Background: an optimization exercise with open tools, aiming at small area, a short achievable clock period and few clock cycles per item. Do not read the settings as production practice.
RTL that was checked went through simulation tests only; none was proved equivalent to the original.
No activity file was given, so power comes from the tool's default toggle rates.

Setup of rev 12:
// lsu_top
module lsu_top (
    input  logic                        clk,
    input  logic                        rst_n,
    input  logic                        issue_valid,
    output logic                        issue_ready,
    input  lsu_pkg::lsu_op_e            op,
    input  logic [lsu_pkg::ADDR_W-1:0]  base,
    input  logic [lsu_pkg::ADDR_W-1:0]  offset,
    input  logic [lsu_pkg::XLEN-1:0]    store_data,
    input  logic [lsu_pkg::TAG_W-1:0]   tag,
    input  logic                        commit,
    output logic                        wb_valid,
    input  logic                        wb_ready,
    output logic [lsu_pkg::TAG_W-1:0]   wb_tag,
    output logic [lsu_pkg::XLEN-1:0]    wb_data,
    output logic                        mem_req_valid,
    input  logic                        mem_req_ready,
    output logic                        mem_req_write,
    output logic [lsu_pkg::ADDR_W-1:0]  mem_req_addr,
    output logic [lsu_pkg::MEM_W-1:0]   mem_req_wdata,
    output logic [lsu_pkg::STRB_W-1:0]  mem_req_wstrb,
    input  logic                        mem_resp_valid,
    input  logic [lsu_pkg::MEM_W-1:0]   mem_resp_data
);
    localparam int SQN = 3;    
  ...
clock: 8.5 ns
lec_check: 0
cap_margin: 20
core_margin: 2
core_utilization: 60
setup_slack_margin: 5
slew_margin: 20
run.sh (not shown) runs the stock make flow with config.mk's settings and CLKGATE_MAP_FILE= SYNTH_SCRIPT=/design/flow/synth_recipe.tcl, a recipe that flattens the netlist after the stock synthesis.
Inputs modified between rev 12 and rev 13:
diff --git a/flow/design.v b/flow/design.v
--- a/flow/design.v
+++ b/flow/design.v
@@ -55,15 +55,15 @@
     output logic                        mem_req_write,
     output logic [lsu_pkg::ADDR_W-1:0]  mem_req_addr,
     output logic [lsu_pkg::MEM_W-1:0]   mem_req_wdata,
     output logic [lsu_pkg::STRB_W-1:0]  mem_req_wstrb,
     input  logic                        mem_resp_valid,
     input  logic [lsu_pkg::MEM_W-1:0]   mem_resp_data
 );
-    localparam int SQN = 3;    
+    localparam int SQN = 2;    
     localparam int LQN = 3;    
     localparam int RTN = 4;    
     logic        a_v, a_st, a_uns;
     logic [1:0]  a_size;
     logic [3:0]  a_mask;
     logic [31:0] a_addr;
     logic [31:0] a_pay;       
@@ -138,27 +138,27 @@
                     fwd[k*8 +: 8] = fwd[k*8 +: 8] | sq_d[i][k*8 +: 8];
                 end
             end
         end
         hit = hit & a_mask;
     end
     assign full = (hit == a_mask);
+    logic cmt_ok;
     logic a_go, sq_push, lq_push, ld_mem, req_free, wr_go, rd_raq, rd_a, raq_load;
     assign a_go    = a_v && (a_st ? !sq_cnt[SQN-1] : (!lq_cnt[LQN-1] && !raq_v));
     assign sq_push = a_go && a_st;
     assign lq_push = a_go && !a_st;
     assign ld_mem  = lq_push && !full;
     logic wr_ok;
     assign req_free = !req_v || mem_req_ready;
     assign rd_raq   = req_free && raq_v;
     assign rd_a     = req_free && ld_mem;
-    assign wr_ok    = req_free && !raq_v && sq_cnt[0] && (n_cmt != '0);
+    assign wr_ok    = req_free && !raq_v && sq_cnt[0] && ((n_cmt != '0) || cmt_ok);
     assign wr_go    = wr_ok && !ld_mem;
     assign raq_load = ld_mem && !req_free;
-    logic cmt_ok;
     function automatic logic [2:0] updn3(input logic [2:0] c, input logic up, input logic dn);
         logic [2:0] cu, cd;
         cu = c + 3'd1;
         cd = c - 3'd1;
         updn3 = (up && !dn) ? cu : ((dn && !up) ? cd : c);
     endfunction
     function automatic logic [SQN-1:0] sq_therm(input logic [SQN-1:0] t, input logic up, input logic dn);
[summary]
- Measured against each other, rev 13 and rev 12 differ in power consumed by combinational cells, the higher figure coming from rev 12.
- Looking at worst hold slack, rev 13 sits 0.016 ns lower than rev 12 does.
- The half-perimeter wire length after detailed placement in rev 13 sits about 15% below the value recorded for rev 12.
- Capture point of the worst path: n_cmt[1] -> rev 12, a_addr[30] -> rev 13
- Achievable clock frequency (rev 12 / rev 13): 1.2
- Relative to rev 12, share of synthesized cell area in full adder, half adder and majority cells increased by 0.24 points in rev 13.
- Relative to rev 12, portion of total power attributed to combinational logic has increased by 2.4 points in rev 13.
- The register share of total power of rev 13 and that of rev 12 are within noise of each other.
- The lower post-synthesis to final-layout area growth of rev 13 and rev 12 is in rev 12.
- Compared with rev 12, rev 13 is more frugal on power.
- Clock period minus worst slack: rev 13 worse than rev 12
- In rev 13 the global-route usage turned out 0.95 points lower than in rev 12.
- Total power density per cell area, rev 13 and rev 12: lower on rev 12
- Comparing rev 13 and rev 12, the higher area of combinational cells with multiple inputs is on rev 12.
- Rev 12 has higher maximum number of pins on one net before global-route repair than rev 13.
Testbench counts of rev 13, summed over its fixed seeds: cycles 6,365, items 4,800.
Function not checked in rev 12: the RTL went through the layout flow alone.

[re-timing with driven ports]
No port has a modelled driver above. Below, the same layouts with a new extraction and two added sets of constraints.
Step 1 sets driving cells, clkbuf_16 on the clock port and buf_2 on the other inputs (assumed; they add their load-dependent delay and slew).
Step 2 moves the port delays by t, midway between the first and last clock arrival at a register: inputs arrive t later, outputs are due t later. That takes back most of the time a late clock gives input paths.
Three values: ideal, step 1, step 2; two values: the first two.
run	t (ns)	slack for setup (ns)	worst hold slack (ns)
rev 12	0.682	4.996 / 4.996 / 4.352	0.461 / 0.461 / 0.461
rev 13	0.644	4.295 / 4.326 / 3.682	0.445 / 0.445 / 0.445
After both steps setup and hold are still met in every run listed. The setup slack of rev 12, which loses most, moves by 0.000 ns with the drivers and by -0.644 ns with both steps.
